What follows belongs to an exercise in optimizing a design on an open flow for small area and a short achievable clock period; a production flow would make more cautious choices.
Where RTL was checked, it was by simulation tests only, not by an equivalence proof against the original.
Power figures rest on the tool's default switching activity, not on a simulated workload.

==> inputs of run a <==
## wasm_ctrl_top
module wasm_ctrl_top (
    input  logic                      clk,
    input  logic                      rst_n,
    input  logic [addr_w-1:0]         read_pointer,
    input  logic [window_bytes*8-1:0] window,
    output logic [7:0]                advance,
    output logic                      jump_en,
    output logic [addr_w-1:0]         jump_addr,
    output logic [11:0]               stack_ctrl,  
    output logic [31:0]               imm,
    output logic                      call_en,
    output logic [24:0]               call_frame,  
    output logic                      ret_en,
    output logic                      finish,
    output logic                      instr_error
);
clock: 8.0 ns
lec_check: 0
cap_margin: 20
core_margin: 2
core_utilization: 40
setup_slack_margin: 2.5
slew_margin: 20
standard.sh (not shown) runs the stock make flow with config.mk's settings and CLKGATE_MAP_FILE= SYNTH_SCRIPT=/design/flow/synth_recipe.tcl, a recipe that flattens the netlist after the stock synthesis.
==> flow/flow/run.sh <==
#!/bin/bash
set -euo pipefail
export BUFFER_PORTS_ARGS="-buffer_cell sky130_fd_sc_hd__buf_2"
bash standard.sh > standard_flow.log 2>&1
==> inputs of run b, as changes to run a <==
==> flow/run.sh (new file) <==
#!/bin/bash
# synth_recipe.tcl (not shown) runs the flow's synth.tcl, then flattens the netlist and writes it again
# the make line also repeats each setting of config.mk as NAME=value (left out here)
make -C /OpenROAD-flow-scripts/flow DESIGN_CONFIG=/design/flow/config.mk WORK_HOME=/design/flow/orfs CLKGATE_MAP_FILE= SYNTH_SCRIPT=/design/flow/synth_recipe.tcl finish
--- a/flow/config.mk
+++ b/flow/config.mk
@@ -8,5 +8,4 @@
 export CAP_MARGIN = 20
 export CORE_MARGIN = 2
 export CORE_UTILIZATION = 40
-export SETUP_SLACK_MARGIN = 2.5
 export SLEW_MARGIN = 20
removed: flow/flow/run.sh
removed: flow/standard.sh
==> qor summary <==
| metric | run b | run a |
|---|---|---|
| Run status | no timing/DRC/antenna violations | no timing/DRC/antenna violations |
| Post-placement cell area | 28400 um^2 | 27400 um^2 |
| PwrDens | 354 nW/um^2 | 369 nW/um^2 |
| Final-layout clock buffer total | 73 | 70 |
| Combinational-cell power consumption | 4.60 mW | 5.08 mW |
| Setup WS pre-CTS | 0.518 ns | 1.31 ns |
| Clock share of power | 23.4% | 23.5% |
| Clock Power | 2.49 mW | 2.65 mW |
| Count of TritonRoute iterations in the first routing pass | 8 | 6 |
| RSZ-0062 raised after global routing | false | true |
| Worst setup slack for register-to-register paths | 4.79 ns | 5.05 ns |
| Portion of the clock cycle consumed by the worst path in the final layout | 93.9% | 76.0% |
| Clock skew after layout | 0.0318 ns | 0.0346 ns |
| Fraction of met1 tracks used by global routing | 29.5% | 30.4% |
| Worst reg2reg path depth | 10 | 11 |
| Detailed Place HPWL | 46700 um | 46100 um |
| Slew at the pin with the worst max-slew slack | 1.01 ns | 1.02 ns |
| Final cell utilization of the core | 47.6% | 48.5% |
| Largest net degree at the start of global routing | 151 | 89 |
| Overall routed net length | 73200 um | 75400 um |
| RD Place Congestion | 0.880 | 0.887 |
| DRT iter0 DRCs | 1681 | 1836 |
| Worst skew pair latency | 0.62 ns | 0.64 ns |
| Capturing point of the worst reg2reg path | u_ret.stk[3][6]$_DFFE_PP_ | u_ret.stk[3][4]$_DFFE_PP_ |
Function was not checked in any run of this note: the RTL went through the layout flow alone.

========
==> 02-16: inputs <==
Another version of the RTL of wasm_ctrl_top (not shown whole).
// wasm_ctrl_top
module wasm_ctrl_top (
    input  logic                      clk,
    input  logic                      rst_n,
    input  logic [addr_w-1:0]         read_pointer,
    input  logic [window_bytes*8-1:0] window,
    output logic [7:0]                advance,
    output logic                      jump_en,
    output logic [addr_w-1:0]         jump_addr,
    output logic [11:0]               stack_ctrl,  
    output logic [31:0]               imm,
    output logic                      call_en,
    output logic [24:0]               call_frame,  
    output logic                      ret_en,
    output logic                      finish,
    output logic                      instr_error
);
clock: 8.0 ns
lec_check: 0
abc_area: 1
cap_margin: 20
core_margin: 2
core_utilization: 75
cts_buf_list: sky130_fd_sc_hd__clkbuf_8
cts_cluster_diameter: 50
cts_cluster_size: 12
setup_slack_margin: 2.25
slew_margin: 20
==> flow/flow/run.sh <==
#!/bin/bash
set -euo pipefail
export BUFFER_PORTS_ARGS="-buffer_cell sky130_fd_sc_hd__buf_2"
bash standard.sh > standard_flow.log 2>&1
==> 01-22 (differences from 02-16) <==
--- a/flow/design.v
+++ b/flow/design.v
@@ -98,29 +98,17 @@
     output logic [width-1:0]      rd_data
 );
     logic [width-1:0] mem [func_max];
     always_ff @(posedge clk) begin
         if (wr_en) begin
             mem[wr_idx] <= wr_data;
         end
     end
-    logic [width-1:0] grp [func_max/4];
-    always_comb begin
-        rd_data = '0;
-        for (int g = 0; g < func_max / 4; g++) begin
-            case (rd_idx[1:0])
-                2'd0:    grp[g] = mem[4*g];
-                2'd1:    grp[g] = mem[4*g+1];
-                2'd2:    grp[g] = mem[4*g+2];
-                default: grp[g] = mem[4*g+3];
-            endcase
-            rd_data = rd_data | (grp[g] & {width{rd_idx[3:2] == 2'(g)}});
-        end
-    end
+    assign rd_data = mem[rd_idx];
 endmodule
 `timescale 1ns/1ns
 import wasm_pkg::*;
 module opcode_decode (
     input  logic [7:0]            opcode,
     output wasm_pkg::stack_ctrl_t ctrl,
     output logic                  has_leb  
 );
@@ -194,31 +182,17 @@
             depth <= depth - 1'b1;
         end
     end
     always_ff @(posedge clk) begin
         if (push) begin
             stk[depth[ret_ptr_w-2:0]] <= push_addr;
         end
     end
-    logic [ret_ptr_w-2:0] top;
-    logic [addr_w-1:0]    half [2];
-    assign top = (ret_ptr_w-1)'(depth - 1'b1);
-    always_comb begin
-        top_addr = '0;
-        for (int h = 0; h < 2; h++) begin
-            case (top[1:0])
-                2'd0:    half[h] = stk[4*h];
-                2'd1:    half[h] = stk[4*h+1];
-                2'd2:    half[h] = stk[4*h+2];
-                default: half[h] = stk[4*h+3];
-            endcase
-            top_addr = top_addr | (half[h] & {addr_w{top[2] == 1'(h)}});
-        end
-    end
+    assign top_addr   = stk[(ret_ptr_w-1)'(depth - 1'b1)];
     assign last_frame = (depth == ret_ptr_w'(1));  
 endmodule
 `timescale 1ns/1ns
 import wasm_pkg::*;
 module wasm_ctrl_top (
     input  logic                      clk,
     input  logic                      rst_n,
     input  logic [addr_w-1:0]         read_pointer,
@@ -269,42 +243,52 @@
     assign d123  = d12 & window[31];
     assign d1234 = d123 & window[39];
     assign op_len = {d12, !d12 | d1234, (d1 & !d12) | (d123 & !d1234)};
     assign imm = {d1234 ? window[43:40] : 4'd0,
                   d123  ? window[38:32] : 7'd0,
                   d12   ? window[30:24] : 7'd0,
                   d1    ? window[22:16] : 7'd0,
                   window[14:8]};
-    logic [11:0] leb_end;  
-    assign leb_end = read_pointer + hd_val + {9'd0, hd_cnt};
+    logic [11:0] cnt12, csa_s, csa_k, leb_end;
+    assign cnt12   = {9'd0, hd_cnt};
+    assign csa_s   = read_pointer ^ hd_val ^ cnt12;
+    assign csa_k   = {(read_pointer[10:0] & hd_val[10:0]) | (read_pointer[10:0] & cnt12[10:0]) |
+                      (hd_val[10:0] & cnt12[10:0]), 1'b0};
+    assign leb_end = csa_s + csa_k;
     logic [7:0] opcode;
     assign opcode = b0;
     logic       op_is_call, op_is_end, op_is_unr, op_has_leb;
     wasm_pkg::stack_ctrl_t dec_ctrl;
     assign op_is_call = (opcode == op_call);
     assign op_is_end  = (opcode == op_end);
     assign op_is_unr  = (opcode == op_unreachable);
     opcode_decode u_dec (.opcode(opcode), .ctrl(dec_ctrl), .has_leb(op_has_leb));
     logic magic, vec_at_last;
     assign magic       = (window == wasm_magic_version);
     assign vec_at_last = (vec_cnt == vec_last);
     logic [func_idx_w-1:0] rd_idx;
     assign rd_idx = s_run ? window[11:8] : start_idx;
-    function automatic logic gt4(input logic [3:0] a, input logic [3:0] b);  
-        gt4 = (a[3] & !b[3]) |
-              (!(a[3] ^ b[3]) & a[2] & !b[2]) |
-              (!(a[3] ^ b[3]) & !(a[2] ^ b[2]) & a[1] & !b[1]) |
-              (!(a[3] ^ b[3]) & !(a[2] ^ b[2]) & !(a[1] ^ b[1]) & a[0] & !b[0]);
-    endfunction
+    logic [func_max-1:0] ent_valid, sig_valid;
+    always_comb begin
+        for (int i = 0; i < func_max; i++) begin
+            ent_valid[i] = 1'b0;
+            sig_valid[i] = 1'b0;
+            for (int j = i; j < func_max; j++) begin
+                if (vec_last == func_idx_w'(j)) ent_valid[i] = 1'b1;
+                if (sig_hwm == 5'(j + 1))      sig_valid[i] = 1'b1;
+            end
+            if (sig_hwm[func_idx_w]) sig_valid[i] = 1'b1;
+        end
+    end
     logic [4:0]  sig_rd;
     logic [19:0] ent_rd;
     logic        sig_ok, ent_ok;
-    assign ent_ok = !gt4(rd_idx, vec_last);
-    assign sig_ok = sig_hwm[func_idx_w] | gt4(sig_hwm[func_idx_w-1:0], rd_idx);
+    assign sig_ok = sig_valid[rd_idx];
+    assign ent_ok = ent_valid[rd_idx];
     entry_table #(.width(4)) par_tab (
         .clk, .wr_en(s_par), .wr_idx(vec_cnt), .wr_data(window[11:8]),
         .rd_idx, .rd_data(sig_rd[4:1])
     );
     entry_table #(.width(1)) res_tab (
         .clk, .wr_en(s_res), .wr_idx(vec_cnt), .wr_data(window[0]),
         .rd_idx, .rd_data(sig_rd[0])
     );
- CORE_UTILIZATION: 75 -> 40
- CTS_BUF_LIST: sky130_fd_sc_hd__clkbuf_8 -> default
- CTS_CLUSTER_DIAMETER: 50 -> default
- CTS_CLUSTER_SIZE: 12 -> default
- SETUP_SLACK_MARGIN: 2.25 -> 2.5
==> summary of the runs <==
Synthesized area: 02-16 is smaller than 01-22 (3.4%). Against 01-22, the global-route usage of 02-16 is higher by 19 points. In 02-16 the fmax is smaller than in 01-22, by about 4.7%. Final cell count: 02-16 is smaller than 01-22 (17%). In 02-16 the register-to-register slack is lower than in 01-22, by 0.56 ns. Of 01-22 and 02-16, 02-16 has the higher sequential share of layout area (gap 4.8 points). Against 01-22, the non-clock buffer count of 02-16 is lower by 25. Worst setup slack: 01-22 is higher than 02-16 (0.27 ns). In 02-16 the clock power is smaller than in 01-22, by about 37%. Total power: 02-16 is lower than 01-22 (16%). 02-16 completed with no timing, DRC or antenna violations. 01-22 completed without violations. Of 02-16 and 01-22, 01-22 has the higher clock skew (gap 0.0052 ns).
==> figures <==
| metric | 01-22 | 02-16 |
|---|---|---|
| Run status | complete, no violations | complete, no violations |
| Vias in the first global route | 19,900 | 19,900 |
| Endpoint of the lowest-slack register-to-register path | u_ret.stk[5][4] | u_ret.stk[3][10] |
| Number of non-filler instances in the completed layout | 3,745 | 3,118 |
| Crit path launch | window[1] | window[8] |
| Overall via count from detail_route | 20,600 | 20,300 |
| GR Layer Usage met1 | 0.305 | 0.502 |
| Cells after DPL | 3,590 | 2,992 |
| Beginning of the worst register-to-register path | vec_cnt[3] | s_loc |
| Tcrit/Tclk final | 0.694 | 0.728 |
| Post-CTS Setup Repair Bufs | 13 | 7 |
| Core outline area | 66,000 um2 | 33,700 um2 |
| Area added between synthesis and finish | 16.6% | 10.7% |
| Internal reg-to-reg setup slack | 4.93 ns | 4.37 ns |
| Final HPWL from detailed placement | 47,900 um | 44,200 um |
| Xor and xnor fraction of the mapped netlist area | 0.0117 | 0.0112 |
| Core occupancy in the finished layout | 0.473 | 0.849 |
| Filler cell count | 6,024 | 1,763 |
| Seq/total area | 0.534 | 0.582 |
| Adder-Cell Fraction of Synth Area | 0.0274 | 0.0284 |
| Met2 track demand over resource | 0.377 | 0.673 |
| Power in sequential cells | 3590 uW | 3570 uW |
| Syn Area/Cell | 10.1 um2 | 10.6 um2 |
Function not checked in 01-22: the RTL went through the layout flow alone.

========
==> inputs of wip/onyx <==
Another version of the RTL of wasm_ctrl_top (not shown whole).
Settings: LEC_CHECK=0, ABC_AREA=1, CAP_MARGIN=20, CORE_MARGIN=2, CORE_UTILIZATION=60, CTS_BUF_LIST=sky130_fd_sc_hd__clkbuf_8, CTS_CLUSTER_DIAMETER=50, CTS_CLUSTER_SIZE=12, SETUP_SLACK_MARGIN=2.5, SLEW_MARGIN=20; clock period 8.0 ns.
==> flow/flow/run.sh <==
#!/bin/bash
set -euo pipefail
export BUFFER_PORTS_ARGS="-buffer_cell sky130_fd_sc_hd__buf_1"
bash standard.sh > standard_flow.log 2>&1
==> wip/harbor (differences from wip/onyx) <==
--- a/flow/design.v
+++ b/flow/design.v
@@ -284,49 +284,48 @@
     assign op_is_end  = (opcode == op_end);
     assign op_is_unr  = (opcode == op_unreachable);
     opcode_decode u_dec (.opcode(opcode), .ctrl(dec_ctrl), .has_leb(op_has_leb));
     logic magic, vec_at_last;
     assign magic       = (window == wasm_magic_version);
     assign vec_at_last = (vec_cnt == vec_last);
     logic [func_idx_w-1:0] rd_idx;
     assign rd_idx = s_run ? window[11:8] : start_idx;
-    logic [func_max-1:0] ent_valid, sig_valid;
-    always_comb begin
-        for (int i = 0; i < func_max; i++) begin
-            ent_valid[i] = 1'b0;
-            sig_valid[i] = 1'b0;
-            for (int j = i; j < func_max; j++) begin
-                if (vec_last == func_idx_w'(j)) ent_valid[i] = 1'b1;
-                if (sig_hwm == 5'(j + 1))      sig_valid[i] = 1'b1;
-            end
-            if (sig_hwm[func_idx_w]) sig_valid[i] = 1'b1;
-        end
-    end
+    function automatic logic gt4(input logic [3:0] a, input logic [3:0] b);  
+        gt4 = (a[3] & !b[3]) |
+              (!(a[3] ^ b[3]) & a[2] & !b[2]) |
+              (!(a[3] ^ b[3]) & !(a[2] ^ b[2]) & a[1] & !b[1]) |
+              (!(a[3] ^ b[3]) & !(a[2] ^ b[2]) & !(a[1] ^ b[1]) & a[0] & !b[0]);
+    endfunction
     logic [4:0]  sig_rd;
     logic [19:0] ent_rd;
     logic        sig_ok, ent_ok;
-    assign sig_ok = sig_valid[rd_idx];
-    assign ent_ok = ent_valid[rd_idx];
+    assign ent_ok = !gt4(rd_idx, vec_last);
+    assign sig_ok = sig_hwm[func_idx_w] | gt4(sig_hwm[func_idx_w-1:0], rd_idx);
     entry_table #(.width(4)) par_tab (
         .clk, .wr_en(s_par), .wr_idx(vec_cnt), .wr_data(window[11:8]),
         .rd_idx, .rd_data(sig_rd[4:1])
     );
     entry_table #(.width(1)) res_tab (
         .clk, .wr_en(s_res), .wr_idx(vec_cnt), .wr_data(window[0]),
         .rd_idx, .rd_data(sig_rd[0])
     );
     entry_table #(.width(20)) ent_tab (
         .clk, .wr_en(s_loc & locals_done), .wr_idx(vec_cnt), .wr_data({read_pointer, local_acc}),
         .rd_idx, .rd_data(ent_rd)
     );
     logic [addr_w-1:0] ret_top;
     logic              ret_last;
     logic [addr_w-1:0] ret_sum, ret_addr;
-    assign ret_sum  = read_pointer + addr_w'(op_len);
+    logic [3:0] ret_lo;
+    logic [8:0] rp_hi_inc;
+    assign ret_lo    = {1'b0, read_pointer[2:0]} + {1'b0, op_len};
+    assign rp_hi_inc = read_pointer[11:3] + 9'd1;
+    assign ret_sum   = {(rp_hi_inc & {9{ret_lo[3]}}) | (read_pointer[11:3] & {9{!ret_lo[3]}}),
+                        ret_lo[2:0]};
     assign ret_addr = s_run ? ret_sum : '0;  
     return_stack u_ret (
         .clk, .rst_n, .push(call_en), .push_addr(ret_addr), .pop(ret_en),
         .top_addr(ret_top), .last_frame(ret_last)
     );
     logic launch, bypass;
     assign launch = s_loc & locals_done & vec_at_last;
     assign bypass = (start_idx == vec_cnt);
==> flow/flow/run.sh (replaced) <==
#!/bin/bash
# Layout flow: the standard synthesis, then an area re-mapping of the combinational logic
# (OpenROAD restructure; registers are left as synthesis made them), then the standard
# layout from floorplan on, with the port buffers made of plain buffers instead of the
# delay-cell buffers buffer_ports picks by default. Each tool logs to its own file here.
set -euo pipefail
export BUFFER_PORTS_ARGS="-buffer_cell sky130_fd_sc_hd__buf_2"
bash standard.sh synth > standard_synth.log 2>&1
python3 flow/filter_lib.py "$FLOW_HOME/platforms/$FLOW_PLATFORM/lib/sky130_fd_sc_hd__tt_025C_1v80.lib" \
    abc_cells.lib > filter_lib.log 2>&1
openroad -no_init -exit flow/restructure.tcl > restructure.log 2>&1
bash standard.sh > standard_flow.log 2>&1
==> flow/flow/filter_lib.py (new file) <==
# Copy a liberty file without the cells the platform marks don't-use (lpflow_* and probe*),
# so that the area re-mapping below cannot pick them.
import re
import sys

src, dst = sys.argv[1], sys.argv[2]
text = open(src).read()
out = []
pos = 0
pat = re.compile(r'\n\s*cell\s*\(\s*"?([A-Za-z0-9_]+)"?\s*\)\s*\{')
for m in pat.finditer(text):
    if m.start() < pos:
        continue
    name = m.group(1)
    if 'lpflow' not in name and 'probe' not in name:
        continue
    depth = 0
    i = m.end() - 1
    while True:
        c = text[i]
        if c == '{':
            depth += 1
        elif c == '}':
            depth -= 1
            if depth == 0:
                break
        i += 1
    out.append(text[pos:m.start()])
    pos = i + 1
out.append(text[pos:])
open(dst, 'w').write(''.join(out))
==> flow/flow/restructure.tcl (new file) <==
# Re-map the synthesized combinational logic for area. Registers keep their names and cells.
set plat $::env(FLOW_HOME)/platforms/$::env(FLOW_PLATFORM)
set res orfs/results/$::env(FLOW_PLATFORM)/wasm_ctrl_top/base
read_lef $plat/lef/sky130_fd_sc_hd.tlef
read_lef $plat/lef/sky130_fd_sc_hd_merged.lef
read_liberty $plat/lib/sky130_fd_sc_hd__tt_025C_1v80.lib
read_db $res/1_synth.odb
read_sdc $res/1_synth.sdc
puts "area before [sta::format_area [rsz::design_area] 0]"
file mkdir rmp_work
restructure -target area -liberty_file abc_cells.lib \
    -tielo_port sky130_fd_sc_hd__conb_1/LO -tiehi_port sky130_fd_sc_hd__conb_1/HI \
    -work_dir rmp_work
puts "area after [sta::format_area [rsz::design_area] 0]"
write_db $res/1_synth.odb
- SETUP_SLACK_MARGIN: 2.5 -> 2.6
==> wip/delta (differences from wip/onyx) <==
--- a/flow/design.v
+++ b/flow/design.v
@@ -98,29 +98,17 @@
     output logic [width-1:0]      rd_data
 );
     logic [width-1:0] mem [func_max];
     always_ff @(posedge clk) begin
         if (wr_en) begin
             mem[wr_idx] <= wr_data;
         end
     end
-    logic [width-1:0] grp [func_max/4];
-    always_comb begin
-        rd_data = '0;
-        for (int g = 0; g < func_max / 4; g++) begin
-            case (rd_idx[1:0])
-                2'd0:    grp[g] = mem[4*g];
-                2'd1:    grp[g] = mem[4*g+1];
-                2'd2:    grp[g] = mem[4*g+2];
-                default: grp[g] = mem[4*g+3];
-            endcase
-            rd_data = rd_data | (grp[g] & {width{rd_idx[3:2] == 2'(g)}});
-        end
-    end
+    assign rd_data = mem[rd_idx];
 endmodule
 `timescale 1ns/1ns
 import wasm_pkg::*;
 module opcode_decode (
     input  logic [7:0]            opcode,
     output wasm_pkg::stack_ctrl_t ctrl,
     output logic                  has_leb  
 );
@@ -194,31 +182,17 @@
             depth <= depth - 1'b1;
         end
     end
     always_ff @(posedge clk) begin
         if (push) begin
             stk[depth[ret_ptr_w-2:0]] <= push_addr;
         end
     end
-    logic [ret_ptr_w-2:0] top;
-    logic [addr_w-1:0]    half [2];
-    assign top = (ret_ptr_w-1)'(depth - 1'b1);
-    always_comb begin
-        top_addr = '0;
-        for (int h = 0; h < 2; h++) begin
-            case (top[1:0])
-                2'd0:    half[h] = stk[4*h];
-                2'd1:    half[h] = stk[4*h+1];
-                2'd2:    half[h] = stk[4*h+2];
-                default: half[h] = stk[4*h+3];
-            endcase
-            top_addr = top_addr | (half[h] & {addr_w{top[2] == 1'(h)}});
-        end
-    end
+    assign top_addr   = stk[(ret_ptr_w-1)'(depth - 1'b1)];
     assign last_frame = (depth == ret_ptr_w'(1));  
 endmodule
 `timescale 1ns/1ns
 import wasm_pkg::*;
 module wasm_ctrl_top (
     input  logic                      clk,
     input  logic                      rst_n,
     input  logic [addr_w-1:0]         read_pointer,
@@ -269,18 +243,22 @@
     assign d123  = d12 & window[31];
     assign d1234 = d123 & window[39];
     assign op_len = {d12, !d12 | d1234, (d1 & !d12) | (d123 & !d1234)};
     assign imm = {d1234 ? window[43:40] : 4'd0,
                   d123  ? window[38:32] : 7'd0,
                   d12   ? window[30:24] : 7'd0,
                   d1    ? window[22:16] : 7'd0,
                   window[14:8]};
-    logic [11:0] leb_end;  
-    assign leb_end = read_pointer + hd_val + {9'd0, hd_cnt};
+    logic [11:0] cnt12, csa_s, csa_k, leb_end;
+    assign cnt12   = {9'd0, hd_cnt};
+    assign csa_s   = read_pointer ^ hd_val ^ cnt12;
+    assign csa_k   = {(read_pointer[10:0] & hd_val[10:0]) | (read_pointer[10:0] & cnt12[10:0]) |
+                      (hd_val[10:0] & cnt12[10:0]), 1'b0};
+    assign leb_end = csa_s + csa_k;
     logic [7:0] opcode;
     assign opcode = b0;
     logic       op_is_call, op_is_end, op_is_unr, op_has_leb;
     wasm_pkg::stack_ctrl_t dec_ctrl;
     assign op_is_call = (opcode == op_call);
     assign op_is_end  = (opcode == op_end);
     assign op_is_unr  = (opcode == op_unreachable);
     opcode_decode u_dec (.opcode(opcode), .ctrl(dec_ctrl), .has_leb(op_has_leb));
==> flow/flow/run.sh (replaced) <==
#!/bin/bash
set -euo pipefail
export BUFFER_PORTS_ARGS="-buffer_cell sky130_fd_sc_hd__buf_2"
bash standard.sh > standard_flow.log 2>&1
- CORE_UTILIZATION: 60 -> 40
- CTS_CLUSTER_DIAMETER: 50 -> unset
- CTS_CLUSTER_SIZE: 12 -> 30
==> wip/garnet (differences from wip/onyx) <==
--- a/flow/design.v
+++ b/flow/design.v
@@ -284,33 +284,27 @@
     assign op_is_end  = (opcode == op_end);
     assign op_is_unr  = (opcode == op_unreachable);
     opcode_decode u_dec (.opcode(opcode), .ctrl(dec_ctrl), .has_leb(op_has_leb));
     logic magic, vec_at_last;
     assign magic       = (window == wasm_magic_version);
     assign vec_at_last = (vec_cnt == vec_last);
     logic [func_idx_w-1:0] rd_idx;
     assign rd_idx = s_run ? window[11:8] : start_idx;
-    logic [func_max-1:0] ent_valid, sig_valid;
-    always_comb begin
-        for (int i = 0; i < func_max; i++) begin
-            ent_valid[i] = 1'b0;
-            sig_valid[i] = 1'b0;
-            for (int j = i; j < func_max; j++) begin
-                if (vec_last == func_idx_w'(j)) ent_valid[i] = 1'b1;
-                if (sig_hwm == 5'(j + 1))      sig_valid[i] = 1'b1;
-            end
-            if (sig_hwm[func_idx_w]) sig_valid[i] = 1'b1;
-        end
-    end
+    function automatic logic gt4(input logic [3:0] a, input logic [3:0] b);  
+        gt4 = (a[3] & !b[3]) |
+              (!(a[3] ^ b[3]) & a[2] & !b[2]) |
+              (!(a[3] ^ b[3]) & !(a[2] ^ b[2]) & a[1] & !b[1]) |
+              (!(a[3] ^ b[3]) & !(a[2] ^ b[2]) & !(a[1] ^ b[1]) & a[0] & !b[0]);
+    endfunction
     logic [4:0]  sig_rd;
     logic [19:0] ent_rd;
     logic        sig_ok, ent_ok;
-    assign sig_ok = sig_valid[rd_idx];
-    assign ent_ok = ent_valid[rd_idx];
+    assign ent_ok = !gt4(rd_idx, vec_last);
+    assign sig_ok = sig_hwm[func_idx_w] | gt4(sig_hwm[func_idx_w-1:0], rd_idx);
     entry_table #(.width(4)) par_tab (
         .clk, .wr_en(s_par), .wr_idx(vec_cnt), .wr_data(window[11:8]),
         .rd_idx, .rd_data(sig_rd[4:1])
     );
     entry_table #(.width(1)) res_tab (
         .clk, .wr_en(s_res), .wr_idx(vec_cnt), .wr_data(window[0]),
         .rd_idx, .rd_data(sig_rd[0])
     );
==> flow/flow/run.sh (replaced) <==
#!/bin/bash
set -euo pipefail
export BUFFER_PORTS_ARGS="-buffer_cell sky130_fd_sc_hd__buf_2"
bash standard.sh > standard_flow.log 2>&1
- ABC_AREA: 1 -> unset
- SETUP_SLACK_MARGIN: 2.5 -> 2.25
==> comparison table <==
Post-synthesis simple-gate area fraction: wip/harbor -; wip/onyx 19.34%; wip/garnet 7.717%; wip/delta 21.60%
Clock transition at the registers of the reported paths: wip/harbor 0.08 ns; wip/onyx 0.08 ns; wip/garnet 0.08 ns; wip/delta 0.06 ns
GR met1 Demand/Resource: wip/harbor 49.72%; wip/onyx 47.81%; wip/garnet 41.03%; wip/delta 30.20%
Met2 demand-to-capacity share in global routing: wip/harbor 56.43%; wip/onyx 54.39%; wip/garnet 47.62%; wip/delta 37.06%
Cell count after synthesis: wip/harbor 1683; wip/onyx 2519; wip/garnet 1634; wip/delta 2651
Worst slew pin tran: wip/harbor 1.110 ns; wip/onyx 1.123 ns; wip/garnet 1.001 ns; wip/delta 0.9580 ns
Die area: wip/harbor 40340 um^2; wip/onyx 45130 um^2; wip/garnet 43600 um^2; wip/delta 68970 um^2
Status: wip/harbor complete, no violations; wip/onyx complete, no violations; wip/garnet complete, no violations; wip/delta complete, no violations
Max rail drop VDD: wip/harbor 0.0001784 V; wip/onyx 0.0001915 V; wip/garnet 0.0001894 V; wip/delta 0.0001751 V
Total clock network power: wip/harbor 1.72 mW; wip/onyx 1.71 mW; wip/garnet 1.73 mW; wip/delta 2.35 mW
Number of clock sinks: wip/harbor 563; wip/onyx 564; wip/garnet 564; wip/delta 564
Number of buffers added for setup after CTS: wip/harbor 116; wip/onyx 42; wip/garnet 4; wip/delta 14
Cell type with the largest total area after synthesis: wip/harbor -; wip/onyx sky130_fd_sc_hd__edfxtp_1; wip/garnet sky130_fd_sc_hd__edfxtp_1; wip/delta sky130_fd_sc_hd__edfxtp_1
Sequential share of power: wip/harbor 61.9%; wip/onyx 47.7%; wip/garnet 53.1%; wip/delta 40.7%
Launch point of the worst path: wip/harbor window[15]; wip/onyx read_pointer[1]; wip/garnet window[7]; wip/delta window[23]
CTS buffer count: wip/harbor 55; wip/onyx 56; wip/garnet 58; wip/delta 90
Net switching component of the power: wip/harbor 1.116 mW; wip/onyx 2.673 mW; wip/garnet 2.040 mW; wip/delta 3.294 mW
Sequential group power: wip/harbor 3.20 mW; wip/onyx 3.61 mW; wip/garnet 3.60 mW; wip/delta 3.59 mW
Power dissipated in combinational cells: wip/harbor 248 uW; wip/onyx 2.26 mW; wip/garnet 1.46 mW; wip/delta 2.87 mW
Area share of the largest cell type after synthesis: wip/harbor -; wip/onyx 60.01%; wip/garnet 62.17%; wip/delta 58.48%
Number of levels the H-tree was split into: wip/harbor 2; wip/onyx 2; wip/garnet 2; wip/delta 3
Overall routing resource usage: wip/harbor 35.29%; wip/onyx 34.36%; wip/garnet 29.19%; wip/delta 22.53%
Detailed-route via count: wip/harbor 17904; wip/onyx 20156; wip/garnet 15340; wip/delta 20835
Register area: wip/harbor 16640 um^2; wip/onyx 16660 um^2; wip/garnet 16670 um^2; wip/delta 16660 um^2
Maximum number of pins on one net before global-route repair: wip/harbor 55; wip/onyx 52; wip/garnet 50; wip/delta 70
No functional check of the RTL was part of wip/delta.

==> what the ideal ports hide <==
How much do the figures lean on ideal ports? The routed layouts below were timed once more, with nothing changed but the port constraints.
Step 1 sets driving cells, clkbuf_16 on the clock port and buf_2 on the other inputs (assumed; they add their load-dependent delay and slew).
Step 2 times the ports against the registers' clock, not the clock port: input delays grow and output delays shrink by t, the midpoint of the rising clock arrivals with the driver on.
Three values: ideal, step 1, step 2; two values: the first two.
run	t, ns	setup WS [ns]	worst setup path after step 2	worst slew at a driven data input, ns
run a	0.683	1.923 / 1.864 / 1.864	input to output	0.14
run b	0.668	0.491 / 0.456 / 0.456	input to output	0.08
02-16	0.685	2.174 / 2.148 / 2.148	input to output	0.11
01-22	0.684	2.449 / 2.397 / 2.397	input to output	0.10
wip/onyx	0.716	2.376 / 2.328 / 2.328	input to output	0.06
wip/harbor	0.722	1.923 / 1.835 / 1.835	input to output	0.12
wip/delta	0.734	2.440 / 2.379 / 2.379	input to output	0.12
wip/garnet	0.722	2.165 / 2.032 / 2.032	input to output	0.14
After both steps every run listed still meets setup and hold. For wip/garnet, which loses most, drivers alone change the setup slack by -0.133 ns; drivers and shift together by -0.133 ns.
